This is an optimization exercise on Yosys and OpenROAD, whose aim is small area, a short achievable clock period and few clock cycles per item, not a production implementation.
No run shown here included a check of the RTL's function; only the layout flow was run.
Power and IR drop assume default switching activity.

==> flow/design.v <==
`default_nettype none
module exec_prefix_add #(
    parameter int N = 32
) (
    input  logic [N-1:0] a,
    input  logic [N-1:0] b,
    input  logic         cin,
    output logic [N-1:0] sum,
    output logic         cout
);
    logic [N-1:0] g0, p0, g, p;
    assign p0 = a ^ b;
    always_comb begin
        g0    = a & b;
        g0[0] = (a[0] & b[0]) | (p0[0] & cin);
    end
    always_comb begin
        g = g0;
        p = p0;
        for (int step = 1; step < N; step = step * 2) begin
            for (int i = 0; i < N; i++) begin
                if ((i / step) % 2 == 1) begin
                    g[i] = g[i] | (p[i] & g[(i / step) * step - 1]);
                    p[i] = p[i] & p[(i / step) * step - 1];
                end
            end
        end
    end
    assign sum  = p0 ^ {g[N-2:0], cin};
    assign cout = g[N-1];
endmodule
module exec_prefix_pg #(
    parameter int N = 32
) (
    input  logic [N-1:0] g0,
    input  logic [N-1:0] p0,
    input  logic         cin,
    output logic [N-1:0] sum,
    output logic         cout
);
    logic [N-1:0] g, p;
    always_comb begin
        g    = g0;
        p    = p0;
        g[0] = g0[0] | (p0[0] & cin);
        for (int step = 1; step < N; step = step * 2) begin
            for (int i = 0; i < N; i++) begin
                if ((i / step) % 2 == 1) begin
                    g[i] = g[i] | (p[i] & g[(i / step) * step - 1]);
                    p[i] = p[i] & p[(i / step) * step - 1];
                end
            end
        end
    end
    assign sum  = p0 ^ {g[N-2:0], cin};
    assign cout = g[N-1];
endmodule
module exec_less_than #(
    parameter int N = 32
) (
    input  logic [N-1:0] a,
    input  logic [N-1:0] b,
    output logic         lt
);
    logic [N-1:0] g, p;
    always_comb begin
        g = a & ~b;
        p = a ^ ~b;
        g[0] = g[0] | p[0];    
        for (int step = 1; step < N; step = step * 2) begin
            for (int i = 2 * step - 1; i < N; i = i + 2 * step) begin
                g[i] = g[i] | (p[i] & g[i - step]);
                p[i] = p[i] & p[i - step];
            end
        end
    end
    assign lt = ~g[N-1];
endmodule
`default_nettype wire
`default_nettype none
module exec_mul_csa (
    input  logic [33:0] s_in,
    input  logic [33:0] c_in,
    input  logic [31:0] a,
    input  logic [3:0]  one,
    input  logic [3:0]  two,
    input  logic [3:0]  neg,
    input  logic [7:0]  corr_a,
    input  logic [7:0]  corr_b,
    input  logic        klast,
    output logic [41:0] sum_out,
    output logic [41:0] carry_out
);
    logic [3:0]  nneg;
    logic [32:0] row0, row1, row2, row3;
    logic [33:0] a2;
    assign a2 = {1'b0, a, 1'b0};
    always_comb begin
        nneg = ~neg;
        for (int k = 0; k < 33; k++) begin
            row0[k] = ((one[0] & a2[k+1]) | (two[0] & a2[k])) ^ neg[0];
            row1[k] = ((one[1] & a2[k+1]) | (two[1] & a2[k])) ^ neg[1];
            row2[k] = ((one[2] & a2[k+1]) | (two[2] & a2[k])) ^ neg[2];
            row3[k] = ((one[3] & a2[k+1]) | (two[3] & a2[k])) ^ neg[3];
        end
    end
    logic fs0, fc0, fs1, fc1, fs2, fc2, fs3, fc3, fs4, fc4, fs5, fc5, fs6, fc6, fs7, fc7, fs8, fc8, fs9, fc9, fs10, fc10, fs11, fc11, fs12, fc12, fs13, fc13, fs14, fc14, fs15, fc15, fs16, fc16, fs17, fc17, fs18, fc18, fs19, fc19, fs20, fc20, fs21, fc21, fs22, fc22, fs23, fc23, fs24, fc24, fs25, fc25, fs26, fc26, fs27, fc27, fs28, fc28, fs29, fc29, fs30, fc30, fs31, fc31, fs32, fc32, fs33, fc33, fs34, fc34, fs35, fc35, fs36, fc36, fs37, fc37, fs38, fc38, fs39, fc39, fs40, fc40, fs41, fc41, fs42, fc42, fs43, fc43, fs44, fc44, fs45, fc45, fs46, fc46, fs47, fc47, fs48, fc48, fs49, fc49, fs50, fc50, fs51, fc51, fs52, fc52, fs53, fc53, fs54, fc54, fs55, fc55, fs56, fc56, fs57, fc57, fs58, fc58, fs59, fc59, fs60, fc60, fs61, fc61, fs62, fc62, fs63, fc63, fs64, fc64, fs65, fc65, fs66, fc66, fs67, fc67, fs68, fc68, fs69, fc69, fs70, fc70, fs71, fc71, fs72, fc72, fs73, fc73, fs74, fc74, fs75, fc75, fs76, fc76, fs77, fc77, fs78, fc78, fs79, fc79, fs80, fc80, fs81, fc81, fs82, fc82, fs83, fc83, fs84, fc84, fs85, fc85, fs86, fc86, fs87, fc87, fs88, fc88, fs89, fc89, fs90, fc90, fs91, fc91, fs92, fc92, fs93, fc93, fs94, fc94, fs95, fc95, fs96, fc96, fs97, fc97, fs98, fc98, fs99, fc99, fs100, fc100, fs101, fc101, fs102, fc102, fs103, fc103, fs104, fc104, fs105, fc105, fs106, fc106, fs107, fc107, fs108, fc108, fs109, fc109, fs110, fc110, fs111, fc111, fs112, fc112, fs113, fc113, fs114, fc114, fs115, fc115, fs116, fc116, fs117, fc117, fs118, fc118, fs119, fc119, fs120, fc120, fs121, fc121, fs122, fc122, fs123, fc123, fs124, fc124, fs125, fc125, fs126, fc126, fs127, fc127, fs128, fc128, fs129, fc129, fs130, fc130, fs131, fc131, fs132, fc132, fs133, fc133, fs134, fc134, fs135, fc135, fs136, fc136, fs137, fc137, fs138, fc138, fs139, fc139, fs140, fc140, fs141, fc141, fs142, fc142, fs143, fc143, fs144, fc144, fs145, fc145, fs146, fc146, fs147, fc147, fs148, fc148, fs149, fc149, fs150, fc150, fs151, fc151, fs152, fc152, fs153, fc153, fs154, fc154, fs155, fc155, fs156, fc156, fs157, fc157, fs158, fc158, fs159, fc159, fs160, fc160, fs161, fc161;
    logic hs0, hc0, hs1, hc1, hs2, hc2, hs3, hc3, hs4, hc4, hs5, hc5, hs6, hc6, hs7, hc7, hs8, hc8, hs9, hc9, hs10, hc10, hs11, hc11, hs12, hc12, hs13, hc13, hs14, hc14, hs15, hc15, hs16, hc16, hs17, hc17;
    assign fs0 = s_in[0] ^ c_in[0] ^ nneg[0];
    assign fc0 = (s_in[0] & c_in[0]) | (s_in[0] & nneg[0]) | (c_in[0] & nneg[0]);
    assign fs1 = s_in[1] ^ c_in[1] ^ neg[0];
    assign fc1 = (s_in[1] & c_in[1]) | (s_in[1] & neg[0]) | (c_in[1] & neg[0]);
    assign hs0 = row0[1] ^ fc0;
    assign hc0 = row0[1] & fc0;
    assign fs2 = s_in[2] ^ c_in[2] ^ nneg[1];
    assign fc2 = (s_in[2] & c_in[2]) | (s_in[2] & nneg[1]) | (c_in[2] & nneg[1]);
    assign fs3 = row0[2] ^ row1[0] ^ fc1;
    assign fc3 = (row0[2] & row1[0]) | (row0[2] & fc1) | (row1[0] & fc1);
    assign hs1 = fs2 ^ hc0;
    assign hc1 = fs2 & hc0;
    assign fs4 = s_in[3] ^ c_in[3] ^ neg[1];
    assign fc4 = (s_in[3] & c_in[3]) | (s_in[3] & neg[1]) | (c_in[3] & neg[1]);
    assign fs5 = row0[3] ^ row1[1] ^ fc2;
    assign fc5 = (row0[3] & row1[1]) | (row0[3] & fc2) | (row1[1] & fc2);
    assign fs6 = fs4 ^ fc3 ^ fs5;
    assign fc6 = (fs4 & fc3) | (fs4 & fs5) | (fc3 & fs5);
    assign fs7 = s_in[4] ^ c_in[4] ^ nneg[2];
    assign fc7 = (s_in[4] & c_in[4]) | (s_in[4] & nneg[2]) | (c_in[4] & nneg[2]);
    assign fs8 = row0[4] ^ row1[2] ^ row2[0];
    assign fc8 = (row0[4] & row1[2]) | (row0[4] & row2[0]) | (row1[2] & row2[0]);
    assign fs9 = fc4 ^ fs7 ^ fc5;
    assign fc9 = (fc4 & fs7) | (fc4 & fc5) | (fs7 & fc5);
    assign hs2 = fs8 ^ fc6;
    assign hc2 = fs8 & fc6;
    assign fs10 = s_in[5] ^ c_in[5] ^ neg[2];
    assign fc10 = (s_in[5] & c_in[5]) | (s_in[5] & neg[2]) | (c_in[5] & neg[2]);
    assign fs11 = row0[5] ^ row1[3] ^ row2[1];
    assign fc11 = (row0[5] & row1[3]) | (row0[5] & row2[1]) | (row1[3] & row2[1]);
    assign fs12 = fc7 ^ fs10 ^ fc8;
    assign fc12 = (fc7 & fs10) | (fc7 & fc8) | (fs10 & fc8);
    assign fs13 = fs11 ^ fc9 ^ fs12;
    assign fc13 = (fs11 & fc9) | (fs11 & fs12) | (fc9 & fs12);
    assign fs14 = s_in[6] ^ c_in[6] ^ nneg[3];
    assign fc14 = (s_in[6] & c_in[6]) | (s_in[6] & nneg[3]) | (c_in[6] & nneg[3]);
    assign fs15 = row0[6] ^ row1[4] ^ row2[2];
    assign fc15 = (row0[6] & row1[4]) | (row0[6] & row2[2]) | (row1[4] & row2[2]);
    assign fs16 = row3[0] ^ fc10 ^ fs14;
    assign fc16 = (row3[0] & fc10) | (row3[0] & fs14) | (fc10 & fs14);
    assign fs17 = fc11 ^ fs15 ^ fs16;
    assign fc17 = (fc11 & fs15) | (fc11 & fs16) | (fs15 & fs16);
    assign hs3 = fc12 ^ fs17;
    assign hc3 = fc12 & fs17;
    assign fs18 = s_in[7] ^ c_in[7] ^ neg[3];
    assign fc18 = (s_in[7] & c_in[7]) | (s_in[7] & neg[3]) | (c_in[7] & neg[3]);
    assign fs19 = row0[7] ^ row1[5] ^ row2[3];
    assign fc19 = (row0[7] & row1[5]) | (row0[7] & row2[3]) | (row1[5] & row2[3]);
    assign fs20 = row3[1] ^ fc14 ^ fs18;
    assign fc20 = (row3[1] & fc14) | (row3[1] & fs18) | (fc14 & fs18);
    assign fs21 = fc15 ^ fs19 ^ fc16;
    assign fc21 = (fc15 & fs19) | (fc15 & fc16) | (fs19 & fc16);
    assign fs22 = fs20 ^ fs21 ^ fc17;
    assign fc22 = (fs20 & fs21) | (fs20 & fc17) | (fs21 & fc17);
    assign fs23 = s_in[8] ^ c_in[8] ^ klast;
    assign fc23 = (s_in[8] & c_in[8]) | (s_in[8] & klast) | (c_in[8] & klast);
    assign fs24 = row0[8] ^ row1[6] ^ row2[4];
    assign fc24 = (row0[8] & row1[6]) | (row0[8] & row2[4]) | (row1[6] & row2[4]);
    assign fs25 = row3[2] ^ fc18 ^ fs23;
    assign fc25 = (row3[2] & fc18) | (row3[2] & fs23) | (fc18 & fs23);
    assign fs26 = fc19 ^ fs24 ^ fc20;
    assign fc26 = (fc19 & fs24) | (fc19 & fc20) | (fs24 & fc20);
    assign fs27 = fs25 ^ fc21 ^ fs26;
    assign fc27 = (fs25 & fc21) | (fs25 & fs26) | (fc21 & fs26);
    assign fs28 = s_in[9] ^ c_in[9] ^ row0[9];
    assign fc28 = (s_in[9] & c_in[9]) | (s_in[9] & row0[9]) | (c_in[9] & row0[9]);
    assign fs29 = row1[7] ^ row2[5] ^ row3[3];
    assign fc29 = (row1[7] & row2[5]) | (row1[7] & row3[3]) | (row2[5] & row3[3]);
    assign fs30 = fc23 ^ fc24 ^ fs28;
    assign fc30 = (fc23 & fc24) | (fc23 & fs28) | (fc24 & fs28);
    assign fs31 = fs29 ^ fc25 ^ fc26;
    assign fc31 = (fs29 & fc25) | (fs29 & fc26) | (fc25 & fc26);
    assign hs4 = fs30 ^ fc27;
    assign hc4 = fs30 & fc27;
    assign fs32 = s_in[10] ^ c_in[10] ^ klast;
    assign fc32 = (s_in[10] & c_in[10]) | (s_in[10] & klast) | (c_in[10] & klast);
    assign fs33 = row0[10] ^ row1[8] ^ row2[6];
    assign fc33 = (row0[10] & row1[8]) | (row0[10] & row2[6]) | (row1[8] & row2[6]);
    assign fs34 = row3[4] ^ fs32 ^ fc28;
    assign fc34 = (row3[4] & fs32) | (row3[4] & fc28) | (fs32 & fc28);
    assign fs35 = fc29 ^ fs33 ^ fc30;
    assign fc35 = (fc29 & fs33) | (fc29 & fc30) | (fs33 & fc30);
    assign fs36 = fs34 ^ fc31 ^ fs35;
    assign fc36 = (fs34 & fc31) | (fs34 & fs35) | (fc31 & fs35);
    assign fs37 = s_in[11] ^ c_in[11] ^ row0[11];
    assign fc37 = (s_in[11] & c_in[11]) | (s_in[11] & row0[11]) | (c_in[11] & row0[11]);
    assign fs38 = row1[9] ^ row2[7] ^ row3[5];
    assign fc38 = (row1[9] & row2[7]) | (row1[9] & row3[5]) | (row2[7] & row3[5]);
    assign fs39 = fc32 ^ fc33 ^ fs37;
    assign fc39 = (fc32 & fc33) | (fc32 & fs37) | (fc33 & fs37);
    assign fs40 = fs38 ^ fc34 ^ fs39;
    assign fc40 = (fs38 & fc34) | (fs38 & fs39) | (fc34 & fs39);
    assign hs5 = fc35 ^ fs40;
    assign hc5 = fc35 & fs40;
    assign fs41 = s_in[12] ^ c_in[12] ^ klast;
    assign fc41 = (s_in[12] & c_in[12]) | (s_in[12] & klast) | (c_in[12] & klast);
    assign fs42 = row0[12] ^ row1[10] ^ row2[8];
    assign fc42 = (row0[12] & row1[10]) | (row0[12] & row2[8]) | (row1[10] & row2[8]);
    assign fs43 = row3[6] ^ fs41 ^ fc37;
    assign fc43 = (row3[6] & fs41) | (row3[6] & fc37) | (fs41 & fc37);
    assign fs44 = fc38 ^ fs42 ^ fc39;
    assign fc44 = (fc38 & fs42) | (fc38 & fc39) | (fs42 & fc39);
    assign fs45 = fs43 ^ fc40 ^ fs44;
    assign fc45 = (fs43 & fc40) | (fs43 & fs44) | (fc40 & fs44);
    assign fs46 = s_in[13] ^ c_in[13] ^ row0[13];
    assign fc46 = (s_in[13] & c_in[13]) | (s_in[13] & row0[13]) | (c_in[13] & row0[13]);
    assign fs47 = row1[11] ^ row2[9] ^ row3[7];
    assign fc47 = (row1[11] & row2[9]) | (row1[11] & row3[7]) | (row2[9] & row3[7]);
    assign fs48 = fc41 ^ fc42 ^ fs46;
    assign fc48 = (fc41 & fc42) | (fc41 & fs46) | (fc42 & fs46);
    assign fs49 = fs47 ^ fc43 ^ fs48;
    assign fc49 = (fs47 & fc43) | (fs47 & fs48) | (fc43 & fs48);
    assign hs6 = fc44 ^ fs49;
    assign hc6 = fc44 & fs49;
    assign fs50 = s_in[14] ^ c_in[14] ^ klast;
    assign fc50 = (s_in[14] & c_in[14]) | (s_in[14] & klast) | (c_in[14] & klast);
    assign fs51 = row0[14] ^ row1[12] ^ row2[10];
    assign fc51 = (row0[14] & row1[12]) | (row0[14] & row2[10]) | (row1[12] & row2[10]);
    assign fs52 = row3[8] ^ fs50 ^ fc46;
    assign fc52 = (row3[8] & fs50) | (row3[8] & fc46) | (fs50 & fc46);
    assign fs53 = fc47 ^ fs51 ^ fc48;
    assign fc53 = (fc47 & fs51) | (fc47 & fc48) | (fs51 & fc48);
    assign fs54 = fs52 ^ fc49 ^ fs53;
    assign fc54 = (fs52 & fc49) | (fs52 & fs53) | (fc49 & fs53);
    assign fs55 = s_in[15] ^ c_in[15] ^ row0[15];
    assign fc55 = (s_in[15] & c_in[15]) | (s_in[15] & row0[15]) | (c_in[15] & row0[15]);
    assign fs56 = row1[13] ^ row2[11] ^ row3[9];
    assign fc56 = (row1[13] & row2[11]) | (row1[13] & row3[9]) | (row2[11] & row3[9]);
    assign fs57 = fc50 ^ fc51 ^ fs55;
    assign fc57 = (fc50 & fc51) | (fc50 & fs55) | (fc51 & fs55);
    assign fs58 = fs56 ^ fc52 ^ fs57;
    assign fc58 = (fs56 & fc52) | (fs56 & fs57) | (fc52 & fs57);
    assign hs7 = fc53 ^ fs58;
    assign hc7 = fc53 & fs58;
    assign fs59 = s_in[16] ^ c_in[16] ^ klast;
    assign fc59 = (s_in[16] & c_in[16]) | (s_in[16] & klast) | (c_in[16] & klast);
    assign fs60 = row0[16] ^ row1[14] ^ row2[12];
    assign fc60 = (row0[16] & row1[14]) | (row0[16] & row2[12]) | (row1[14] & row2[12]);
    assign fs61 = row3[10] ^ fs59 ^ fc55;
    assign fc61 = (row3[10] & fs59) | (row3[10] & fc55) | (fs59 & fc55);
    assign fs62 = fc56 ^ fs60 ^ fc57;
    assign fc62 = (fc56 & fs60) | (fc56 & fc57) | (fs60 & fc57);
    assign fs63 = fs61 ^ fc58 ^ fs62;
    assign fc63 = (fs61 & fc58) | (fs61 & fs62) | (fc58 & fs62);
    assign fs64 = s_in[17] ^ c_in[17] ^ row0[17];
    assign fc64 = (s_in[17] & c_in[17]) | (s_in[17] & row0[17]) | (c_in[17] & row0[17]);
    assign fs65 = row1[15] ^ row2[13] ^ row3[11];
    assign fc65 = (row1[15] & row2[13]) | (row1[15] & row3[11]) | (row2[13] & row3[11]);
    assign fs66 = fc59 ^ fc60 ^ fs64;
    assign fc66 = (fc59 & fc60) | (fc59 & fs64) | (fc60 & fs64);
    assign fs67 = fs65 ^ fc61 ^ fs66;
    assign fc67 = (fs65 & fc61) | (fs65 & fs66) | (fc61 & fs66);
    assign hs8 = fc62 ^ fs67;
    assign hc8 = fc62 & fs67;
    assign fs68 = s_in[18] ^ c_in[18] ^ klast;
    assign fc68 = (s_in[18] & c_in[18]) | (s_in[18] & klast) | (c_in[18] & klast);
    assign fs69 = row0[18] ^ row1[16] ^ row2[14];
    assign fc69 = (row0[18] & row1[16]) | (row0[18] & row2[14]) | (row1[16] & row2[14]);
    assign fs70 = row3[12] ^ fs68 ^ fc64;
    assign fc70 = (row3[12] & fs68) | (row3[12] & fc64) | (fs68 & fc64);
    assign fs71 = fc65 ^ fs69 ^ fc66;
    assign fc71 = (fc65 & fs69) | (fc65 & fc66) | (fs69 & fc66);
    assign fs72 = fs70 ^ fc67 ^ fs71;
    assign fc72 = (fs70 & fc67) | (fs70 & fs71) | (fc67 & fs71);
    assign fs73 = s_in[19] ^ c_in[19] ^ row0[19];
    assign fc73 = (s_in[19] & c_in[19]) | (s_in[19] & row0[19]) | (c_in[19] & row0[19]);
    assign fs74 = row1[17] ^ row2[15] ^ row3[13];
    assign fc74 = (row1[17] & row2[15]) | (row1[17] & row3[13]) | (row2[15] & row3[13]);
    assign fs75 = fc68 ^ fc69 ^ fs73;
    assign fc75 = (fc68 & fc69) | (fc68 & fs73) | (fc69 & fs73);
    assign fs76 = fs74 ^ fc70 ^ fs75;
    assign fc76 = (fs74 & fc70) | (fs74 & fs75) | (fc70 & fs75);
    assign hs9 = fc71 ^ fs76;
    assign hc9 = fc71 & fs76;
    assign fs77 = s_in[20] ^ c_in[20] ^ klast;
    assign fc77 = (s_in[20] & c_in[20]) | (s_in[20] & klast) | (c_in[20] & klast);
    assign fs78 = row0[20] ^ row1[18] ^ row2[16];
    assign fc78 = (row0[20] & row1[18]) | (row0[20] & row2[16]) | (row1[18] & row2[16]);
    assign fs79 = row3[14] ^ fs77 ^ fc73;
    assign fc79 = (row3[14] & fs77) | (row3[14] & fc73) | (fs77 & fc73);
    assign fs80 = fc74 ^ fs78 ^ fc75;
    assign fc80 = (fc74 & fs78) | (fc74 & fc75) | (fs78 & fc75);
    assign fs81 = fs79 ^ fc76 ^ fs80;
    assign fc81 = (fs79 & fc76) | (fs79 & fs80) | (fc76 & fs80);
    assign fs82 = s_in[21] ^ c_in[21] ^ row0[21];
    assign fc82 = (s_in[21] & c_in[21]) | (s_in[21] & row0[21]) | (c_in[21] & row0[21]);
    assign fs83 = row1[19] ^ row2[17] ^ row3[15];
    assign fc83 = (row1[19] & row2[17]) | (row1[19] & row3[15]) | (row2[17] & row3[15]);
    assign fs84 = fc77 ^ fc78 ^ fs82;
    assign fc84 = (fc77 & fc78) | (fc77 & fs82) | (fc78 & fs82);
    assign fs85 = fs83 ^ fc79 ^ fs84;
    assign fc85 = (fs83 & fc79) | (fs83 & fs84) | (fc79 & fs84);
    assign hs10 = fc80 ^ fs85;
    assign hc10 = fc80 & fs85;
    assign fs86 = s_in[22] ^ c_in[22] ^ klast;
    assign fc86 = (s_in[22] & c_in[22]) | (s_in[22] & klast) | (c_in[22] & klast);
    assign fs87 = row0[22] ^ row1[20] ^ row2[18];
    assign fc87 = (row0[22] & row1[20]) | (row0[22] & row2[18]) | (row1[20] & row2[18]);
    assign fs88 = row3[16] ^ fs86 ^ fc82;
    assign fc88 = (row3[16] & fs86) | (row3[16] & fc82) | (fs86 & fc82);
    assign fs89 = fc83 ^ fs87 ^ fc84;
    assign fc89 = (fc83 & fs87) | (fc83 & fc84) | (fs87 & fc84);
    assign fs90 = fs88 ^ fc85 ^ fs89;
    assign fc90 = (fs88 & fc85) | (fs88 & fs89) | (fc85 & fs89);
    assign fs91 = s_in[23] ^ c_in[23] ^ row0[23];
    assign fc91 = (s_in[23] & c_in[23]) | (s_in[23] & row0[23]) | (c_in[23] & row0[23]);
    assign fs92 = row1[21] ^ row2[19] ^ row3[17];
    assign fc92 = (row1[21] & row2[19]) | (row1[21] & row3[17]) | (row2[19] & row3[17]);
    assign fs93 = fc86 ^ fc87 ^ fs91;
    assign fc93 = (fc86 & fc87) | (fc86 & fs91) | (fc87 & fs91);
    assign fs94 = fs92 ^ fc88 ^ fs93;
    assign fc94 = (fs92 & fc88) | (fs92 & fs93) | (fc88 & fs93);
    assign hs11 = fc89 ^ fs94;
    assign hc11 = fc89 & fs94;
    assign fs95 = s_in[24] ^ c_in[24] ^ klast;
    assign fc95 = (s_in[24] & c_in[24]) | (s_in[24] & klast) | (c_in[24] & klast);
    assign fs96 = row0[24] ^ row1[22] ^ row2[20];
    assign fc96 = (row0[24] & row1[22]) | (row0[24] & row2[20]) | (row1[22] & row2[20]);
    assign fs97 = row3[18] ^ fs95 ^ fc91;
    assign fc97 = (row3[18] & fs95) | (row3[18] & fc91) | (fs95 & fc91);
    assign fs98 = fc92 ^ fs96 ^ fc93;
    assign fc98 = (fc92 & fs96) | (fc92 & fc93) | (fs96 & fc93);
    assign fs99 = fs97 ^ fc94 ^ fs98;
    assign fc99 = (fs97 & fc94) | (fs97 & fs98) | (fc94 & fs98);
    assign fs100 = s_in[25] ^ c_in[25] ^ row0[25];
    assign fc100 = (s_in[25] & c_in[25]) | (s_in[25] & row0[25]) | (c_in[25] & row0[25]);
    assign fs101 = row1[23] ^ row2[21] ^ row3[19];
    assign fc101 = (row1[23] & row2[21]) | (row1[23] & row3[19]) | (row2[21] & row3[19]);
    assign fs102 = fc95 ^ fc96 ^ fs100;
    assign fc102 = (fc95 & fc96) | (fc95 & fs100) | (fc96 & fs100);
    assign fs103 = fs101 ^ fc97 ^ fs102;
    assign fc103 = (fs101 & fc97) | (fs101 & fs102) | (fc97 & fs102);
    assign hs12 = fc98 ^ fs103;
    assign hc12 = fc98 & fs103;
    assign fs104 = s_in[26] ^ c_in[26] ^ klast;
    assign fc104 = (s_in[26] & c_in[26]) | (s_in[26] & klast) | (c_in[26] & klast);
    assign fs105 = row0[26] ^ row1[24] ^ row2[22];
    assign fc105 = (row0[26] & row1[24]) | (row0[26] & row2[22]) | (row1[24] & row2[22]);
    assign fs106 = row3[20] ^ fs104 ^ fc100;
    assign fc106 = (row3[20] & fs104) | (row3[20] & fc100) | (fs104 & fc100);
    assign fs107 = fc101 ^ fs105 ^ fc102;
    assign fc107 = (fc101 & fs105) | (fc101 & fc102) | (fs105 & fc102);
    assign fs108 = fs106 ^ fc103 ^ fs107;
    assign fc108 = (fs106 & fc103) | (fs106 & fs107) | (fc103 & fs107);
    assign fs109 = s_in[27] ^ c_in[27] ^ row0[27];
    assign fc109 = (s_in[27] & c_in[27]) | (s_in[27] & row0[27]) | (c_in[27] & row0[27]);
    assign fs110 = row1[25] ^ row2[23] ^ row3[21];
    assign fc110 = (row1[25] & row2[23]) | (row1[25] & row3[21]) | (row2[23] & row3[21]);
    assign fs111 = fc104 ^ fc105 ^ fs109;
    assign fc111 = (fc104 & fc105) | (fc104 & fs109) | (fc105 & fs109);
    assign fs112 = fs110 ^ fc106 ^ fs111;
    assign fc112 = (fs110 & fc106) | (fs110 & fs111) | (fc106 & fs111);
    assign hs13 = fc107 ^ fs112;
    assign hc13 = fc107 & fs112;
    assign fs113 = s_in[28] ^ c_in[28] ^ klast;
    assign fc113 = (s_in[28] & c_in[28]) | (s_in[28] & klast) | (c_in[28] & klast);
    assign fs114 = row0[28] ^ row1[26] ^ row2[24];
    assign fc114 = (row0[28] & row1[26]) | (row0[28] & row2[24]) | (row1[26] & row2[24]);
    assign fs115 = row3[22] ^ fs113 ^ fc109;
    assign fc115 = (row3[22] & fs113) | (row3[22] & fc109) | (fs113 & fc109);
    assign fs116 = fc110 ^ fs114 ^ fc111;
    assign fc116 = (fc110 & fs114) | (fc110 & fc111) | (fs114 & fc111);
    assign fs117 = fs115 ^ fc112 ^ fs116;
    assign fc117 = (fs115 & fc112) | (fs115 & fs116) | (fc112 & fs116);
    assign fs118 = s_in[29] ^ c_in[29] ^ row0[29];
    assign fc118 = (s_in[29] & c_in[29]) | (s_in[29] & row0[29]) | (c_in[29] & row0[29]);
    assign fs119 = row1[27] ^ row2[25] ^ row3[23];
    assign fc119 = (row1[27] & row2[25]) | (row1[27] & row3[23]) | (row2[25] & row3[23]);
    assign fs120 = fc113 ^ fc114 ^ fs118;
    assign fc120 = (fc113 & fc114) | (fc113 & fs118) | (fc114 & fs118);
    assign fs121 = fs119 ^ fc115 ^ fs120;
    assign fc121 = (fs119 & fc115) | (fs119 & fs120) | (fc115 & fs120);
    assign hs14 = fc116 ^ fs121;
    assign hc14 = fc116 & fs121;
    assign fs122 = s_in[30] ^ c_in[30] ^ klast;
    assign fc122 = (s_in[30] & c_in[30]) | (s_in[30] & klast) | (c_in[30] & klast);
    assign fs123 = row0[30] ^ row1[28] ^ row2[26];
    assign fc123 = (row0[30] & row1[28]) | (row0[30] & row2[26]) | (row1[28] & row2[26]);
    assign fs124 = row3[24] ^ fs122 ^ fc118;
    assign fc124 = (row3[24] & fs122) | (row3[24] & fc118) | (fs122 & fc118);
    assign fs125 = fc119 ^ fs123 ^ fc120;
    assign fc125 = (fc119 & fs123) | (fc119 & fc120) | (fs123 & fc120);
    assign fs126 = fs124 ^ fc121 ^ fs125;
    assign fc126 = (fs124 & fc121) | (fs124 & fs125) | (fc121 & fs125);
    assign fs127 = s_in[31] ^ c_in[31] ^ row0[31];
    assign fc127 = (s_in[31] & c_in[31]) | (s_in[31] & row0[31]) | (c_in[31] & row0[31]);
    assign fs128 = row1[29] ^ row2[27] ^ row3[25];
    assign fc128 = (row1[29] & row2[27]) | (row1[29] & row3[25]) | (row2[27] & row3[25]);
    assign fs129 = fc122 ^ fc123 ^ fs127;
    assign fc129 = (fc122 & fc123) | (fc122 & fs127) | (fc123 & fs127);
    assign fs130 = fs128 ^ fc124 ^ fs129;
    assign fc130 = (fs128 & fc124) | (fs128 & fs129) | (fc124 & fs129);
    assign hs15 = fc125 ^ fs130;
    assign hc15 = fc125 & fs130;
    assign fs131 = s_in[32] ^ c_in[32] ^ corr_a[0];
    assign fc131 = (s_in[32] & c_in[32]) | (s_in[32] & corr_a[0]) | (c_in[32] & corr_a[0]);
    assign fs132 = corr_b[0] ^ klast ^ row0[32];
    assign fc132 = (corr_b[0] & klast) | (corr_b[0] & row0[32]) | (klast & row0[32]);
    assign fs133 = row1[30] ^ row2[28] ^ row3[26];
    assign fc133 = (row1[30] & row2[28]) | (row1[30] & row3[26]) | (row2[28] & row3[26]);
    assign fs134 = fs131 ^ fc127 ^ fc128;
    assign fc134 = (fs131 & fc127) | (fs131 & fc128) | (fc127 & fc128);
    assign fs135 = fs132 ^ fs133 ^ fc129;
    assign fc135 = (fs132 & fs133) | (fs132 & fc129) | (fs133 & fc129);
    assign fs136 = fs134 ^ fc130 ^ fs135;
    assign fc136 = (fs134 & fc130) | (fs134 & fs135) | (fc130 & fs135);
    assign fs137 = s_in[33] ^ c_in[33] ^ nneg[0];
    assign fc137 = (s_in[33] & c_in[33]) | (s_in[33] & nneg[0]) | (c_in[33] & nneg[0]);
    assign fs138 = corr_a[1] ^ corr_b[1] ^ row1[31];
    assign fc138 = (corr_a[1] & corr_b[1]) | (corr_a[1] & row1[31]) | (corr_b[1] & row1[31]);
    assign fs139 = row2[29] ^ row3[27] ^ fs137;
    assign fc139 = (row2[29] & row3[27]) | (row2[29] & fs137) | (row3[27] & fs137);
    assign fs140 = fc131 ^ fc132 ^ fc133;
    assign fc140 = (fc131 & fc132) | (fc131 & fc133) | (fc132 & fc133);
    assign fs141 = fs138 ^ fs139 ^ fc134;
    assign fc141 = (fs138 & fs139) | (fs138 & fc134) | (fs139 & fc134);
    assign fs142 = fs140 ^ fc135 ^ fs141;
    assign fc142 = (fs140 & fc135) | (fs140 & fs141) | (fc135 & fs141);
    assign fs143 = corr_a[2] ^ corr_b[2] ^ klast;
    assign fc143 = (corr_a[2] & corr_b[2]) | (corr_a[2] & klast) | (corr_b[2] & klast);
    assign fs144 = row1[32] ^ row2[30] ^ row3[28];
    assign fc144 = (row1[32] & row2[30]) | (row1[32] & row3[28]) | (row2[30] & row3[28]);
    assign fs145 = fc137 ^ fs143 ^ fc138;
    assign fc145 = (fc137 & fs143) | (fc137 & fc138) | (fs143 & fc138);
    assign fs146 = fs144 ^ fc139 ^ fc140;
    assign fc146 = (fs144 & fc139) | (fs144 & fc140) | (fc139 & fc140);
    assign fs147 = fs145 ^ fc141 ^ fs146;
    assign fc147 = (fs145 & fc141) | (fs145 & fs146) | (fc141 & fs146);
    assign fs148 = nneg[1] ^ corr_a[3] ^ corr_b[3];
    assign fc148 = (nneg[1] & corr_a[3]) | (nneg[1] & corr_b[3]) | (corr_a[3] & corr_b[3]);
    assign fs149 = row2[31] ^ row3[29] ^ fc143;
    assign fc149 = (row2[31] & row3[29]) | (row2[31] & fc143) | (row3[29] & fc143);
    assign fs150 = fs148 ^ fc144 ^ fs149;
    assign fc150 = (fs148 & fc144) | (fs148 & fs149) | (fc144 & fs149);
    assign fs151 = fc145 ^ fc146 ^ fs150;
    assign fc151 = (fc145 & fc146) | (fc145 & fs150) | (fc146 & fs150);
    assign fs152 = corr_a[4] ^ corr_b[4] ^ klast;
    assign fc152 = (corr_a[4] & corr_b[4]) | (corr_a[4] & klast) | (corr_b[4] & klast);
    assign fs153 = row2[32] ^ row3[30] ^ fc148;
    assign fc153 = (row2[32] & row3[30]) | (row2[32] & fc148) | (row3[30] & fc148);
    assign fs154 = fs152 ^ fc149 ^ fs153;
    assign fc154 = (fs152 & fc149) | (fs152 & fs153) | (fc149 & fs153);
    assign hs16 = fc150 ^ fs154;
    assign hc16 = fc150 & fs154;
    assign fs155 = nneg[2] ^ corr_a[5] ^ corr_b[5];
    assign fc155 = (nneg[2] & corr_a[5]) | (nneg[2] & corr_b[5]) | (corr_a[5] & corr_b[5]);
    assign fs156 = row3[31] ^ fc152 ^ fs155;
    assign fc156 = (row3[31] & fc152) | (row3[31] & fs155) | (fc152 & fs155);
    assign fs157 = fc153 ^ fs156 ^ fc154;
    assign fc157 = (fc153 & fs156) | (fc153 & fc154) | (fs156 & fc154);
    assign fs158 = corr_a[6] ^ corr_b[6] ^ klast;
    assign fc158 = (corr_a[6] & corr_b[6]) | (corr_a[6] & klast) | (corr_b[6] & klast);
    assign fs159 = row3[32] ^ fc155 ^ fs158;
    assign fc159 = (row3[32] & fc155) | (row3[32] & fs158) | (fc155 & fs158);
    assign hs17 = fc156 ^ fs159;
    assign hc17 = fc156 & fs159;
    assign fs160 = nneg[3] ^ corr_a[7] ^ corr_b[7];
    assign fc160 = (nneg[3] & corr_a[7]) | (nneg[3] & corr_b[7]) | (corr_a[7] & corr_b[7]);
    assign fs161 = fc158 ^ fs160 ^ fc159;
    assign fc161 = (fc158 & fs160) | (fc158 & fc159) | (fs160 & fc159);
    assign sum_out[0] = row0[0];
    assign carry_out[0] = fs0;
    assign sum_out[1] = fs1;
    assign carry_out[1] = hs0;
    assign sum_out[2] = fs3;
    assign carry_out[2] = hs1;
    assign sum_out[3] = hc1;
    assign carry_out[3] = fs6;
    assign sum_out[4] = fs9;
    assign carry_out[4] = hs2;
    assign sum_out[5] = hc2;
    assign carry_out[5] = fs13;
    assign sum_out[6] = fc13;
    assign carry_out[6] = hs3;
    assign sum_out[7] = hc3;
    assign carry_out[7] = fs22;
    assign sum_out[8] = fc22;
    assign carry_out[8] = fs27;
    assign sum_out[9] = fs31;
    assign carry_out[9] = hs4;
    assign sum_out[10] = hc4;
    assign carry_out[10] = fs36;
    assign sum_out[11] = hs5;
    assign carry_out[11] = fc36;
    assign sum_out[12] = hc5;
    assign carry_out[12] = fs45;
    assign sum_out[13] = hs6;
    assign carry_out[13] = fc45;
    assign sum_out[14] = hc6;
    assign carry_out[14] = fs54;
    assign sum_out[15] = hs7;
    assign carry_out[15] = fc54;
    assign sum_out[16] = hc7;
    assign carry_out[16] = fs63;
    assign sum_out[17] = hs8;
    assign carry_out[17] = fc63;
    assign sum_out[18] = hc8;
    assign carry_out[18] = fs72;
    assign sum_out[19] = hs9;
    assign carry_out[19] = fc72;
    assign sum_out[20] = hc9;
    assign carry_out[20] = fs81;
    assign sum_out[21] = hs10;
    assign carry_out[21] = fc81;
    assign sum_out[22] = hc10;
    assign carry_out[22] = fs90;
    assign sum_out[23] = hs11;
    assign carry_out[23] = fc90;
    assign sum_out[24] = hc11;
    assign carry_out[24] = fs99;
    assign sum_out[25] = hs12;
    assign carry_out[25] = fc99;
    assign sum_out[26] = hc12;
    assign carry_out[26] = fs108;
    assign sum_out[27] = hs13;
    assign carry_out[27] = fc108;
    assign sum_out[28] = hc13;
    assign carry_out[28] = fs117;
    assign sum_out[29] = hs14;
    assign carry_out[29] = fc117;
    assign sum_out[30] = hc14;
    assign carry_out[30] = fs126;
    assign sum_out[31] = hs15;
    assign carry_out[31] = fc126;
    assign sum_out[32] = hc15;
    assign carry_out[32] = fs136;
    assign sum_out[33] = fs142;
    assign carry_out[33] = fc136;
    assign sum_out[34] = fc142;
    assign carry_out[34] = fs147;
    assign sum_out[35] = fc147;
    assign carry_out[35] = fs151;
    assign sum_out[36] = hs16;
    assign carry_out[36] = fc151;
    assign sum_out[37] = hc16;
    assign carry_out[37] = fs157;
    assign sum_out[38] = hs17;
    assign carry_out[38] = fc157;
    assign sum_out[39] = hc17;
    assign carry_out[39] = fs161;
    assign sum_out[40] = fc160;
    assign carry_out[40] = fc161;
    assign sum_out[41] = 1'b0;
    assign carry_out[41] = 1'b0;
endmodule
`default_nettype wire
`default_nettype none
module exec_stage (
    input  logic        clock,
    input  logic        reset,
    input  logic        issue_valid,
    input  logic [1:0]  issue_fu,
    input  logic [3:0]  issue_func,
    input  logic [1:0]  opa_select,
    input  logic [2:0]  opb_select,
    input  logic [31:0] inst,
    input  logic [31:0] pc,
    input  logic [31:0] rs1_value,
    input  logic [31:0] rs2_value,
    input  logic [4:0]  issue_tag,
    input  logic        complete_credit,
    output logic [2:0]  fu_free,
    output logic        complete_valid,
    output logic [1:0]  complete_fu,
    output logic [4:0]  complete_tag,
    output logic [31:0] complete_result,
    output logic        complete_take
);
    localparam logic [3:0] ALU_ADD = 4'd0, ALU_SUB = 4'd1, ALU_AND = 4'd2, ALU_OR = 4'd3,
                           ALU_XOR = 4'd4, ALU_SLT = 4'd5, ALU_SLTU = 4'd6, ALU_SLL = 4'd7,
                           ALU_SRL = 4'd8, ALU_SRA = 4'd9;
    localparam logic [3:0] MUL = 4'd10, MULH = 4'd11, MULHSU = 4'd12;
    localparam logic [6:0] OPCODE_JAL  = 7'b1101111;
    localparam logic [6:0] OPCODE_JALR = 7'b1100111;
    logic [31:0] opa, opb;
    logic [29:0] pc_inc;
    exec_prefix_add #(.N(30)) u_pc_inc (
        .a(pc[31:2]), .b(30'b0), .cin(1'b1), .sum(pc_inc), .cout()
    );
    always_comb begin
        case (opa_select)
            2'd0:    opa = rs1_value;
            2'd1:    opa = {pc_inc, pc[1:0]};
            2'd2:    opa = pc;
            default: opa = '0;
        endcase
    end
    always_comb begin
        case (opb_select)
            3'd0:    opb = rs2_value;
            3'd1:    opb = {{20{inst[31]}}, inst[31:20]};
            3'd2:    opb = {{20{inst[31]}}, inst[31:25], inst[11:7]};
            3'd3:    opb = {{19{inst[31]}}, inst[31], inst[7], inst[30:25], inst[11:8], 1'b0};
            3'd4:    opb = {inst[31:12], 12'b0};
            3'd5:    opb = {{11{inst[31]}}, inst[31], inst[19:12], inst[20], inst[30:21], 1'b0};
            default: opb = '0;
        endcase
    end
    logic in_eq_lo, in_eq_hi, in_lt_lo, in_lt_hi, in_jal, in_jalr;
    exec_less_than #(.N(16)) u_lt_lo (.a(rs1_value[15:0]), .b(rs2_value[15:0]), .lt(in_lt_lo));
    exec_less_than #(.N(16)) u_lt_hi (.a(rs1_value[31:16]), .b(rs2_value[31:16]), .lt(in_lt_hi));
    assign in_eq_lo = (rs1_value[15:0] == rs2_value[15:0]);
    assign in_eq_hi = (rs1_value[31:16] == rs2_value[31:16]);
    assign in_jal   = (inst[6:0] == OPCODE_JAL);
    assign in_jalr  = (inst[6:0] == OPCODE_JALR);
    localparam int S_SUM = 0, S_AND = 1, S_OR = 2, S_XOR = 3, S_SLT = 4, S_SLTU = 5,
                   S_SL = 6, S_SR = 7;
    logic        in_sub;
    logic [7:0]  in_sel;
    assign in_sub = !issue_fu[1] &&
                    (issue_func == ALU_SUB || issue_func == ALU_SLT || issue_func == ALU_SLTU);
    always_comb begin
        in_sel = '0;
        if (issue_fu[1]) begin
            in_sel[S_SUM] = 1'b1;
        end else begin
            case (issue_func)
                ALU_ADD, ALU_SUB: in_sel[S_SUM]  = 1'b1;
                ALU_AND:          in_sel[S_AND]  = 1'b1;
                ALU_OR:           in_sel[S_OR]   = 1'b1;
                ALU_XOR:          in_sel[S_XOR]  = 1'b1;
                ALU_SLT:          in_sel[S_SLT]  = 1'b1;
                ALU_SLTU:         in_sel[S_SLTU] = 1'b1;
                ALU_SLL:          in_sel[S_SL]   = 1'b1;
                default:          in_sel[S_SR]   = 1'b1;
            endcase
        end
    end
    logic        x_v, x_br, x_jump, x_clr0, x_sub, x_shl, x_sra;
    logic        x_eq_lo, x_eq_hi, x_lt_lo, x_lt_hi, x_s1, x_s2;
    logic [2:0]  x_f3;
    logic [4:0]  x_rot;
    logic [7:0]  x_sel;
    logic [4:0]  x_tag;
    logic [31:0] x_a, x_p, x_g;
    logic [4:0]  x_sh;
    logic [31:0] in_bx;
    assign in_bx = opb ^ {32{in_sub}};
    always_ff @(posedge clock) begin
        if (reset) x_v <= 1'b0;
        else       x_v <= issue_valid && (issue_fu != 2'd1);
    end
    always_ff @(posedge clock) begin
        x_br   <= issue_fu[1];
        x_sel  <= in_sel;
        x_sub  <= in_sub;
        x_shl  <= (issue_func == ALU_SLL);
        x_rot  <= (issue_func == ALU_SLL) ? 5'd0 - opb[4:0] : opb[4:0];
        x_sra  <= (issue_func == ALU_SRA);
        x_tag  <= issue_tag;
        x_a    <= opa;
        x_p    <= opa ^ in_bx;
        x_g    <= opa & in_bx;
        x_sh   <= opb[4:0];
        x_jump  <= in_jal | in_jalr;
        x_f3    <= inst[14:12];
        x_eq_lo <= in_eq_lo;
        x_eq_hi <= in_eq_hi;
        x_lt_lo <= in_lt_lo;
        x_lt_hi <= in_lt_hi;
        x_s1    <= rs1_value[31];
        x_s2    <= rs2_value[31];
        x_clr0 <= issue_fu[1] & in_jalr;
    end
    logic x_beq, x_bltu, x_blt, x_cond, x_take;
    assign x_beq  = x_eq_hi & x_eq_lo;
    assign x_bltu = x_lt_hi | (x_eq_hi & x_lt_lo);
    assign x_blt  = (x_s1 ^ x_s2) ? x_s1 : x_bltu;
    always_comb begin
        case (x_f3)
            3'b000:  x_cond = x_beq;
            3'b001:  x_cond = ~x_beq;
            3'b100:  x_cond = x_blt;
            3'b101:  x_cond = ~x_blt;
            3'b110:  x_cond = x_bltu;
            3'b111:  x_cond = ~x_bltu;
            default: x_cond = 1'b0;
        endcase
    end
    assign x_take = x_jump | x_cond;
    logic [31:0] x_sum;
    logic        x_cout, x_ltu, x_lt;
    logic [31:0] sh_rot, sh_mask, sh_mask_l, sh_out;
    logic [31:0] x_res;
    exec_prefix_pg #(.N(32)) u_add (
        .g0(x_g), .p0(x_p), .cin(x_sub), .sum(x_sum), .cout(x_cout)
    );
    assign x_ltu = ~x_cout;
    assign x_lt  = ~x_p[31] ? x_a[31] : x_ltu;
    always_comb begin
        sh_rot = x_a;
        for (int k = 0; k < 5; k++) begin
            if (x_rot[k]) sh_rot = 32'({sh_rot, sh_rot} >> (1 << k));
        end
    end
    always_comb begin
        for (int i = 0; i < 32; i++) sh_mask_l[i] = ({27'b0, x_sh} <= i);
        for (int i = 0; i < 32; i++) sh_mask[i] = x_shl ? sh_mask_l[i] : sh_mask_l[31-i];
    end
    assign sh_out = (sh_rot & sh_mask) | ({32{x_sra & x_a[31]}} & ~sh_mask);
    assign x_res = ({32{x_sel[S_SUM]}} & {x_sum[31:1], x_sum[0] & ~x_clr0})
                 | ({32{x_sel[S_AND]}} & x_g)
                 | ({32{x_sel[S_OR]}}  & (x_g | x_p))
                 | ({32{x_sel[S_XOR]}} & x_p)
                 | {31'b0, (x_sel[S_SLT] & x_lt) | (x_sel[S_SLTU] & x_ltu)}
                 | ({32{x_sel[S_SL] | x_sel[S_SR]}} & sh_out);
    logic        pa_v, pb_v, r_v;
    logic        m_busy;
    logic [1:0]  m_cnt;
    logic [1:0]  credits;
    logic        has_credit;
    logic        m_last, m_first;
    logic        grant_x, grant_pa, grant_pb, grant_mul, granted;
    function automatic logic [3:0] arbitrate(input logic credit, input logic mul_first,
                                             input logic pa, input logic pb, input logic x,
                                             input logic mul);
        arbitrate = 4'b0000;
        if (credit) begin
            if (mul_first)  arbitrate = 4'b0001;    
            else if (pa)    arbitrate = 4'b0100;
            else if (pb)    arbitrate = 4'b0010;
            else if (x)     arbitrate = 4'b1000;
            else if (mul)   arbitrate = 4'b0001;
        end
    endfunction
    logic x_v_n, pa_v_n, pb_v_n, r_v_n, m_busy_n, m_first_n, has_credit_n;
    logic m_free, m_step;
    logic park_a, park_b;
    logic [1:0] credits_next;
    assign x_v_n        = issue_valid && (issue_fu != 2'd1);
    assign pa_v_n       = park_a || (pa_v && !grant_pa);
    assign pb_v_n       = park_b || (pb_v && !grant_pb);
    assign r_v_n        = m_last || (r_v && !grant_mul);
    assign m_busy_n     = m_free ? (issue_valid && (issue_fu == 2'd1)) : m_busy;
    assign m_first_n    = m_free || (m_first && !m_step);
    assign has_credit_n = (credits_next != 2'd0);
    always_ff @(posedge clock) begin
        if (reset) begin
            {grant_x, grant_pa, grant_pb, grant_mul} <= 4'b0000;
        end else begin
            {grant_x, grant_pa, grant_pb, grant_mul} <=
                arbitrate(has_credit_n, r_v_n && m_busy_n && m_first_n, pa_v_n, pb_v_n, x_v_n,
                          r_v_n);
        end
    end
    assign granted = grant_x | grant_pa | grant_pb | grant_mul;
    assign fu_free = {(grant_x & x_br) | grant_pb, m_last, (grant_x & ~x_br) | grant_pa};
    logic [31:0] pa_res, pb_res;
    logic [4:0]  pa_tag, pb_tag;
    logic        pb_take;
    assign park_a = x_v && !x_br && !grant_x;
    assign park_b = x_v &&  x_br && !grant_x;
    always_ff @(posedge clock) begin
        if (reset) begin
            pa_v <= 1'b0;
            pb_v <= 1'b0;
        end else begin
            if (park_a)        pa_v <= 1'b1;
            else if (grant_pa) pa_v <= 1'b0;
            if (park_b)        pb_v <= 1'b1;
            else if (grant_pb) pb_v <= 1'b0;
        end
    end
    always_ff @(posedge clock) begin
        if (park_a) begin
            pa_res <= x_res;
            pa_tag <= x_tag;
        end
        if (park_b) begin
            pb_res  <= x_res;
            pb_tag  <= x_tag;
            pb_take <= x_take;
        end
    end
    logic [31:0] m_a, m_b;
    logic        m_a32, m_uext;
    logic [3:0]  m_one, m_two, m_neg;
    logic [33:0] m_s, m_c;
    logic        m_ci;
    logic [7:0]  m_ls, m_lc;
    logic        m_hi;
    logic [4:0]  m_tag;
    logic        r_hi;
    logic [4:0]  r_tag;
    logic [31:0] mh_res;
    logic        in_asgn, in_bsgn, in_a32, in_uext;
    assign in_asgn = (issue_func == MUL) || (issue_func == MULH) || (issue_func == MULHSU);
    assign in_bsgn = (issue_func == MUL) || (issue_func == MULH);
    assign in_a32  = in_asgn & opa[31];
    assign in_uext = ~in_bsgn & opb[31];
    assign m_free = !m_busy || m_last;
    assign m_step = m_busy && (!m_first || !r_v || grant_mul);
    logic [7:0]  m_abyte_next, m_corr_a, m_corr_b;
    logic [33:0] m_s_in, m_c_in;
    logic [41:0] m_sum, m_carry;
    logic [7:0]  m_low;
    logic        m_cout;
    always_comb begin
        case (m_cnt)
            2'd0:    m_abyte_next = m_a[15:8];
            2'd1:    m_abyte_next = m_a[23:16];
            default: m_abyte_next = m_a[31:24];
        endcase
    end
    assign m_s_in   = m_first ? 34'h0AAAAAAAB : m_s;
    assign m_c_in   = m_first ? {1'b0, m_a32, 32'b0} : m_c;
    exec_mul_csa u_csa (
        .s_in(m_s_in), .c_in(m_c_in), .a(m_a), .one(m_one), .two(m_two), .neg(m_neg),
        .corr_a(m_corr_a), .corr_b(m_corr_b), .klast(m_last),
        .sum_out(m_sum), .carry_out(m_carry)
    );
    assign {m_cout, m_low} = {1'b0, m_ls} + {1'b0, m_lc} + {8'b0, m_ci};
    function automatic logic [11:0] booth(input logic [8:0] b9);
        logic [3:0] one, two, neg;
        for (int i = 0; i < 4; i++) begin
            one[i] = b9[2*i+1] ^ b9[2*i];
            two[i] = (b9[2*i+2] & ~b9[2*i+1] & ~b9[2*i]) | (~b9[2*i+2] & b9[2*i+1] & b9[2*i]);
            neg[i] = b9[2*i+2];
        end
        booth = {one, two, neg};
    endfunction
    logic [11:0] in_booth, m_next_booth;
    assign in_booth     = booth({opb[7:0], 1'b0});
    assign m_next_booth = booth(m_b[15:7]);
    always_ff @(posedge clock) begin
        if (reset) begin
            m_busy <= 1'b0;
            m_last <= 1'b0;
            r_v    <= 1'b0;
        end else begin
            if (m_free) begin
                m_busy <= issue_valid && (issue_fu == 2'd1);
                m_last <= 1'b0;
            end else if (m_step) begin
                m_last <= (m_cnt == 2'd2);
            end
            if (m_last)         r_v <= 1'b1;
            else if (grant_mul) r_v <= 1'b0;
        end
    end
    always_ff @(posedge clock) begin
        if (m_free) begin
            m_cnt   <= 2'd0;
            m_first <= 1'b1;
            m_a     <= opa;
            m_b     <= opb;
            m_a32   <= in_a32;
            m_uext  <= in_uext;
            {m_one, m_two, m_neg} <= in_booth;
            m_corr_a <= {8{in_uext}} & opa[7:0];
            m_corr_b <= {8{in_a32}} & ~opb[7:0];
            m_hi    <= (issue_func != MUL);
            m_tag   <= issue_tag;
        end else if (m_step) begin
            m_cnt   <= m_cnt + 2'd1;
            m_first <= 1'b0;
            m_b     <= {m_low, m_b[31:8]};
            {m_one, m_two, m_neg} <= m_next_booth;
            m_corr_a <= {8{m_uext}} & m_abyte_next;
            m_corr_b <= {8{m_a32}} & ~m_b[15:8];
        end
    end
    always_ff @(posedge clock) begin
        if (m_step) begin
            m_ls <= m_sum[7:0];
            m_lc <= m_carry[7:0];
            m_ci <= !m_first && m_cout;
            m_c  <= m_carry[41:8];
            if (m_last && !m_hi) m_s <= {10'b0, m_low, m_b[31:16]};
            else                 m_s <= m_sum[41:8];
        end
        if (m_last) begin
            r_hi  <= m_hi;
            r_tag <= m_tag;
        end
    end
    logic [39:0] mh_sum;
    exec_prefix_add #(.N(40)) u_mh_add (
        .a({m_s[31:0], m_ls}), .b({m_c[31:0], m_lc}), .cin(m_ci), .sum(mh_sum), .cout()
    );
    assign mh_res = r_hi ? mh_sum[39:8] : {mh_sum[7:0], m_s[23:0]};
    assign credits_next = credits + {1'b0, complete_credit} - {1'b0, granted};
    always_ff @(posedge clock) begin
        if (reset) begin
            credits        <= 2'd2;
            has_credit     <= 1'b1;
            complete_valid <= 1'b0;
        end else begin
            credits        <= credits_next;
            has_credit     <= (credits_next != 2'd0);
            complete_valid <= granted;
        end
    end
    logic [31:0] out_x, out_o;
    logic        out_selx;
    always_ff @(posedge clock) begin
        complete_fu   <= grant_x ? {x_br, 1'b0} : grant_pa ? 2'd0 : grant_pb ? 2'd2 : 2'd1;
        complete_tag  <= grant_x ? x_tag : grant_pa ? pa_tag : grant_pb ? pb_tag : r_tag;
        complete_take <= grant_x ? (x_br & x_take) : grant_pb & pb_take;
        out_selx      <= grant_x;
        out_x         <= x_res;
        out_o         <= grant_pa ? pa_res : grant_pb ? pb_res : mh_res;
    end
    assign complete_result = out_selx ? out_x : out_o;
endmodule
`default_nettype wire
==> flow/run.sh <==
#!/bin/bash
# synth_recipe.tcl (not shown) runs the flow's synth.tcl, then flattens the netlist and writes it again
# the make line also repeats each setting of config.mk as NAME=value (left out here)
make -C /OpenROAD-flow-scripts/flow DESIGN_CONFIG=/design/flow/config.mk WORK_HOME=/design/flow/orfs CLKGATE_MAP_FILE= SYNTH_SCRIPT=/design/flow/synth_recipe.tcl finish
==> flow/config.mk <==
export PLATFORM = sky130hd
export DESIGN_NAME = exec_stage
export DESIGN_NICKNAME = exec_stage
export VERILOG_FILES = /design/flow/design.v
export SDC_FILE = /design/flow/constraint.sdc
export NUM_CORES = 4
export LEC_CHECK = 0
export CAP_MARGIN = 20
export CORE_MARGIN = 2
export CORE_UTILIZATION = 40
export PLACE_DENSITY = 0.5
export SETUP_SLACK_MARGIN = 4.5
export SLEW_MARGIN = 20
==> flow/constraint.sdc <==
create_clock -name core_clock -period 8.0 [get_ports {clock}]
set_input_delay 1.6000 -clock core_clock [delete_from_list [all_inputs] [get_ports {clock}]]
set_output_delay 1.6000 -clock core_clock [all_outputs]
set_load 0.01 [all_outputs]
==> results by group, run 1 <==
Synth
  • Main synth FF type: edfxtp_1
  • Number of synthesized flops with an enable pin: 256
  • Most common cell in the netlist: edfxtp_1
  • Largest family of logic cells by synthesized area: adder cells
  • Synth cell types: between 80 and 90
  • Post-Syn Area per Cell: 10.2 µm²
  • Top cells by count, synth: edfxtp_1 (256), inv_1 (240), dfxtp_1 (222)
  • Yosys warnings: 6
  • Syn Nets: roughly 3500
  • Synth area leader: edfxtp_1
  • Synth Area in Adders: 16.1%
  • Synth Instances: 3092
  • Xor/xnor share of the synthesized area: about 6.4%
  • Mux contribution to synthesized area: 7.91%
  • Sequential element share of the synthesized area: 38.4%
  • Synthesized cell area: ~0.032 mm²
  • Seq cells post-synth: around 480
  • Ys async rst share: 0%
  • Largest cells by area after synthesis: edfxtp_1 (24%), dfxtp_1 (14%), fa_1 (11%), ha_1 (5.5%), xnor2_1 (4.7%)
  • Synth Area in Compound Gates: 15.7%
  • Post-Synth Simple-Gate Area: 10.1%
  • Area share of the largest cell type after synthesis: 24.3%

Floorplanning
  • Initial core utilization: between 40% and 50%
  • FP Rows: 103
  • Die ar.: 0.0813 mm²
  • Core Region: slightly below 0.08 mm²
  • Num ports: 192
  • Die Width: 285 µm
  • Die Ht: 285 µm

Clocking
  • Num CTS Buffers: 54
  • Root Buffer: clkbuf_16
  • CTS tree: built
  • # clock sinks: 478
  • H-tree levels: 2
  • Max Root-Sink Buffers: 3
  • CTS clock-pin slew for the worst setup and hold paths: 0.07 ns
  • Clk Latency, worst-skew pair: 0.64 ns

Finish
  • Area grow syn2layout: 21.6%
  • Nets@finish: 3758
  • Final instance area: just under 0.04 mm²
  • Layout cells sized above 1: between 10% and 20%

Pwr
  • Worst ir drop on vdd: 0.190 mV
  • Cell Pwr Density: 292 mW/mm²
  • Pleak: 0.0156 µW

Routing
  • Mean number of vias per cell: 5.82
  • Via count: 25600
  • WL per Instance: 28.1 µm
  • Pre-antenna DRT Iters: 8
  • DRC marker count from the first detailed-route iteration: 2615
  • Residual DRC: 0
  • WL final: 124000 µm
  • Number of routed nets with antenna violations: 0

Setup path
  • CP arrival: 3.91 ns
  • Crit-path max FO: 8
  • Critical path capture point type: flop
  • Worst EP required: 8.36 ns
  • Crit path kind: flop to flop
  • CP Launch Type: flop
  • Crit. Startpoint: m_one[0]
  • R2r startpoint: m_one[0]

Placement
  • Placed Area: 0.0345 mm²
  • DP HPWL: 90800 µm
  • GP Congestion: 0.949
  • DP Worst Slack: 3.10 ns
  • Buffers added on ports: 191

STA
  • Slew Limit Fails: 0
  • Max_slew headroom: 24.2%
  • Highest clock rate: 0.282 GHz
  • Final setup violation count: 0
  • Final worst setup slack: 4.45 ns
  • Fin crit period: between 3 and 4 ns
  • RSZ-0062 raised after global routing: true
  • Period Utilization, post-route: between 40% and 50%
  • Setup_tns: 0 ns
  • Worst-Margin Slew: roughly 1.1 ns
  • Final hold violations: 0
  • Worst clock skew: 0.0441 ns

Global routing
  • Largest net degree at the start of global routing: 83
  • Global-route wire length before repair: 174000 µm
  • Grt total ovfl: 0
  • Total track usage: 29.4%
  • Vias in the first global route: 25000
  • Antenna violations before repair: 7

Status
  • Status: finished clean

Min path
  • Worst Min Path Start: m_tag[4]
  • Worst Hold Class: flop to flop

Job
  • Max_cap viols: 0
==> registers in the layout, indices dropped and copies added (netlist names), 8 cells and up <==
name      count
m_s          33
m_lc          8
x_a          32
x_sel         8
x_g          32
m_c          33
m_corr_b      8
x_p          32
out_o        32
m_a          32
out_x        32
m_b          28
pa_res       32
m_corr_a      8
m_ls          8
pb_res       32
==> worst max-delay path, stage by stage (launching register included) <==
cell,delay (ns)
edfxtp_1,0.48
buf_6,0.18
clkbuf_16,0.17
a22oi_2,0.20
xnor2_2,0.09
fa_1,0.52
fa_1,0.50
inv_1,0.05
fa_1,0.49
inv_1,0.05
ha_1,0.28
mux2_2,0.26
==> what timing repair did <==
item / in CTS / in global routing
gates resized for setup: 144 / 171
pin swaps: 27 / 74
setup endpoints to repair: 248 / 158
buffers inserted: 59 / 49
cloned: 6 / 5
hold buffers: 0 / 0
==> placed cells by master, fill, tap and decap left out, drive strengths merged, types with 25 or more instances in the layout <==
cell type,instances
nor2b,42
nor3,25
a211oi,26
nand2b,44
edfxtp,256
fa,167
nand3,38
nand2,218
a22oi,149
dlymetal6s2s,25
a21o,32
mux2,94
clkdlybuf4s50,133
clkbuf,90
inv,243
mux2i,72
nor2,153
a21oi,199
o21ai,187
dfxtp,222
xor2,60
xnor2,170
buf,160
mux4,32
or2,26
ha,140
==> routing by layer <==
layer,routed length (µm),GRT usage (%),up-vias
met2,60000,49.1,1130
met3,8260,3.54,241
li1,-,-,11400
met4,5740,12.6,4
met1,49700,38.6,12800
met5,22,0,-
==> report_power, final <==
part,leakage [µW],switching [µW],internal [µW]
combinational,0.0102,2810,2190
clock,0.000928,1130,1490
sequential,0.00440,367,3230
total,0.0156,4310,6910
==> final timing paths <==
check	to	slack, ns	cells past startpoint
worst max-delay path	m_s[5]	4.45	11
worst min-delay path	r_tag[4]	0.42	0
worst max register to register	m_s[5]	4.45	11
worst min register to register	r_tag[4]	0.42	0
==> cell type report <==
class                      count  area, µm²
sequential                   478      12200
timing repair buffer         359       3620
tap                         1050       1310
antenna                        2       5.00
clock buffer                  69       1550
timing repair inverter         1       7.51
clock inverter                32        320
fill                        7264      40200
multi-input combinational   2165      18500
inverter                     244        950
==> cell families (layout without fill, tap and decap cells) <==
group                      after synthesis  in the layout
DFF                                    478            478
buffers and inverters                  449            705
other                                    0              2
xor gates and xnor gates               230            230
AOI/OAI and AO/OA                      769            769
and+or+nand+nor                        661            661
muxes                                  198            198
adders and majority gates              307            307
==> metrics by stage <==
stage / util (%) / hold slack (ns) / total power (µW) / std cells
3_3_place_gp: 43.9 / 0.402 / 8270 / 4173
2_1_floorplan: - / 0.329 / 6350 / 3092
3_5_place_dp: 43.9 / 0.407 / 8290 / 4178
5_1_grt: 48.9 / 0.429 / 11800 / 4399
4_1_cts: 47.6 / 0.422 / 11000 / 4344
6_report: 48.9 / 0.421 / 11200 / 4400
==> inputs of run 2 (changes only) <==
--- a/flow/config.mk
+++ b/flow/config.mk
@@ -10,4 +10,4 @@
 export CORE_UTILIZATION = 40
 export PLACE_DENSITY = 0.5
-export SETUP_SLACK_MARGIN = 4.5
+export SETUP_SLACK_MARGIN = 4.8
 export SLEW_MARGIN = 20
==> run 2 against run 1 <==
First-iteration DRC count shrank 3.5%. Fmax grew 2.2%. Total power grew 7.1%. Utilization grew 3.0 points. Final cell count grew 2.3%. Die area is the same. Setup slack gained 0.078 ns. Sequential power is essentially flat. Combinational power grew 15%. Sequential share of layout area shrank 1.8 points.
==> results by group, run 2 <==
Routing
  • DRC marker count from the first detailed-route iteration: 2523 (was 2615)
  • Residual DRC: 0 (unchanged)
  • WL per Instance: 28.1 µm (about the same)
  • Number of routed nets with antenna violations: 0 (unchanged)
  • Pre-antenna DRT Iters: 7 (was 8)
  • Via count: 25900 (was 25600)
  • Mean number of vias per cell: 5.76 (was 5.82)
  • WL final: 126000 µm (was 124000 µm)

STA
  • Fin crit period: 3.47 ns (was 3.55 ns)
  • Final setup violation count: 0 (unchanged)
  • Max_slew headroom: 27.1% (was 24.2%)
  • Slew Limit Fails: 0 (unchanged)
  • Highest clock rate: 0.288 GHz (was 0.282 GHz)
  • RSZ-0062 raised after global routing: true (unchanged)
  • Period Utilization, post-route: 43.4% (was 44.3%)
  • Setup_tns: 0 ns (unchanged)
  • Worst clock skew: 0.0828 ns (was 0.0441 ns)
  • Final hold violations: 0 (unchanged)
  • Worst-Margin Slew: 1.09 ns (was 1.13 ns)

Synth
  • Seq cells post-synth: 478 (unchanged)
  • Largest cells by area after synthesis: edfxtp_1 (24%), dfxtp_1 (14%), fa_1 (11%), ha_1 (5.5%), xnor2_1 (4.7%) (unchanged)
  • Main synth FF type: edfxtp_1 (unchanged)
  • Post-Syn Area per Cell: 10.2 µm² (unchanged)
  • Top cells by count, synth: edfxtp_1 (256), inv_1 (240), dfxtp_1 (222) (unchanged)
  • Yosys warnings: 6 (unchanged)
  • Area share of the largest cell type after synthesis: 24.3% (unchanged)
  • Syn Nets: 3547 (unchanged)
  • Synth Instances: 3092 (unchanged)
  • Most common cell in the netlist: edfxtp_1 (unchanged)
  • Synth cell types: 89 (unchanged)
  • Number of synthesized flops with an enable pin: 256 (unchanged)
  • Ys async rst share: 0% (unchanged)
  • Sequential element share of the synthesized area: 38.4% (unchanged)
  • Synth area leader: edfxtp_1 (unchanged)
  • Synthesized cell area: 0.0316 mm² (unchanged)

Finish
  • FF/Latch Area: 0.0122 mm² (about the same)
  • Most frequent cells in the layout: edfxtp_1 (256), nand2_1 (212), dfxtp_1 (210), inv_1 (191), a21oi_1 (178) (was edfxtp_1 (256), inv_1 (225), nand2_1 (212), dfxtp_1 (212), a21oi_1 (191))
  • Area grow syn2layout: 29.0% (was 21.6%)
  • Most common cell after layout, fill and taps aside: edfxtp_1 (unchanged)
  • Nets@finish: 3858 (was 3758)
  • Largest regs: m_c (33), m_s (33) (unchanged)
  • Layout cells sized above 1: 25.9% (was 18.1%)
  • Fill cells: 7144 (was 7264)
  • Multi-input logic area: 0.0195 mm² (was 0.0185 mm²)
  • Fin util: 51.9% (was 48.9%)

Global routing
  • Grt total ovfl: 0 (unchanged)
  • Antenna violations before repair: 5 (was 7)
  • Vias in the first global route: 25700 (was 25000)
  • Total track usage: 30.4% (was 29.4%)
  • Global-route wire length before repair: 180000 µm (was 174000 µm)
  • Largest net degree at the start of global routing: 71 (was 83)

Clocking
  • CTS tree: built (unchanged)
  • Max Root-Sink Buffers: 3 (unchanged)
  • Num CTS Buffers: 55 (was 54)
  • H-tree levels: 2 (unchanged)
  • Root Buffer: clkbuf_16 (unchanged)
  • CTS clock-pin slew for the worst setup and hold paths: 0.06 ns (was 0.07 ns)
  • # clock sinks: 478 (unchanged)
  • Clk Latency, worst-skew pair: 0.66 ns (was 0.64 ns)

Setup path
  • Crit-path max FO: 4 (was 8)
  • Crit path kind: flop to flop (unchanged)
  • CP peak stage delay: 0.51 ns (was 0.52 ns)
  • CP max-delay cell: or4b_4 (was fa_1)
  • Cell Chain, Critical Path: ha_1, and4_1, nand4_1, a221o_2, buf_4, buf_6, a211oi_4, a311oi_4, o21ai_1, or4b_4, a2bb2oi_2 (was buf_6, clkbuf_16, a22oi_2, xnor2_2, fa_1, fa_1, inv_1, fa_1, inv_1, ha_1, mux2_2)
  • Worst EP required: 8.59 ns (was 8.36 ns)
  • Critical path capture point type: flop (unchanged)
  • CP arrival: 4.06 ns (was 3.91 ns)
  • CP Launch Type: flop (unchanged)

Pwr
  • Worst ir drop on vdd: 0.178 mV (was 0.190 mV)
  • Pleak: 0.0164 µW (was 0.0156 µW)
  • Cell Pwr Density: 295 mW/mm² (was 292 mW/mm²)

Floorplanning
  • Core Region: 0.0786 mm² (unchanged)
  • Die ar.: 0.0813 mm² (unchanged)
  • FP Rows: 103 (unchanged)
  • Die Ht: 285 µm (unchanged)
  • Die Width: 285 µm (unchanged)
  • Initial core utilization: 40.2% (unchanged)
  • Num ports: 192 (unchanged)

Placement
  • GP Congestion: 0.906 (was 0.949)
  • Buffers added on ports: 191 (unchanged)
  • DP HPWL: 90600 µm (was 90800 µm)

Min path
  • Worst Hold Class: flop to flop (unchanged)

Status
  • Status: finished clean (unchanged)

Job
  • Max_cap viols: 0 (unchanged)
run 2: logic make-up (layout without fill, tap and decap cells):
group / Yosys count / after routing / share of synthesized area (%)
xor+xnor: 230 / 230 / 6.37
flops: 478 / 478 / 38.4
other cells: 0 / 1 / 0
buf+inv: 449 / 806 / 5.36
compound gates: 769 / 769 / 15.7
mux: 198 / 198 / 7.91
fa+ha+maj: 307 / 307 / 16.1
simple gates: 661 / 661 / 10.1
run 2: routing by layer:
metal  routed length [µm]  global-route usage [%]
met5                   13                       0
met4                 5930                    12.7
met3                 8090                    4.66
met2                61500                    51.2
met1                50800                    39.1
run 2: stage by stage:
stage / setup WS, ns / hold slack (ns) / cell area (µm²) / power, µW / std cells
after floorplan: 4.36 / 0.329 / 32100 / 6380 / 3092
after global placement: 3.21 / 0.401 / 34700 / 8320 / 4173
after detailed placement: 3.14 / 0.405 / 34700 / 8370 / 4173
after CTS: 4.48 / 0.423 / 39600 / 11700 / 4444
after global routing: 4.41 / 0.441 / 40800 / 12600 / 4499
final: 4.53 / 0.425 / 40800 / 12000 / 4500
run 2: what timing repair did:
| action | CTS | global route |
|---|---|---|
| gates resized for setup | 558 | 217 |
| setup endpoints to repair | 372 | 206 |
| buffers inserted | 153 | 53 |
| hold buffers | 0 | 0 |
| gates cloned | 15 | 2 |
| pin swaps | 117 | 133 |
run 2: cell type report:
class,count,share of cell area (%)
multi-input combinational,2165,47.9
sequential,478,29.8
timing repair inverter,1,0.0184
antenna,1,0.00614
inverter,244,2.35
tap,1050,3.22
clock buffer,75,3.71
timing repair buffer,458,11.9
clock inverter,28,1.02
run 2: final timing paths:
check        depth (start not counted)     start        end  slack [ns]
max                                 11    m_c[7]  out_o[30]        4.53
max reg2reg                         11    m_c[7]  out_o[30]        4.53
min                                  0  m_tag[2]   r_tag[2]        0.42
min reg2reg                          0  m_tag[2]   r_tag[2]        0.42
run 2: worst max-delay path: cells and delay by family, from the launching register on:
| kind | cells | cell delay (ns) |
|---|---|---|
| flops | 1 | 0.50 |
| fa+ha+maj | 1 | 0.44 |
| simple gates | 3 | 0.96 |
| compound gates | 5 | 1.26 |
| buf+inv | 2 | 0.27 |
run 2: power by group:
group	switching (µW)	total (µW)	leakage (µW)	internal, µW
registers	369	3600	0.00440	3230
logic	3070	5740	0.0111	2670
clock network	1090	2680	0.000919	1590

Re-timed with assumed drivers on the ports (clkbuf_16 on the clock, buf_2 on other inputs), run 2 has 4.497 ns of setup slack against 4.531 ns with ideal ports, and 4.060 ns once port delays also move by the mid clock arrival of 0.692 ns.
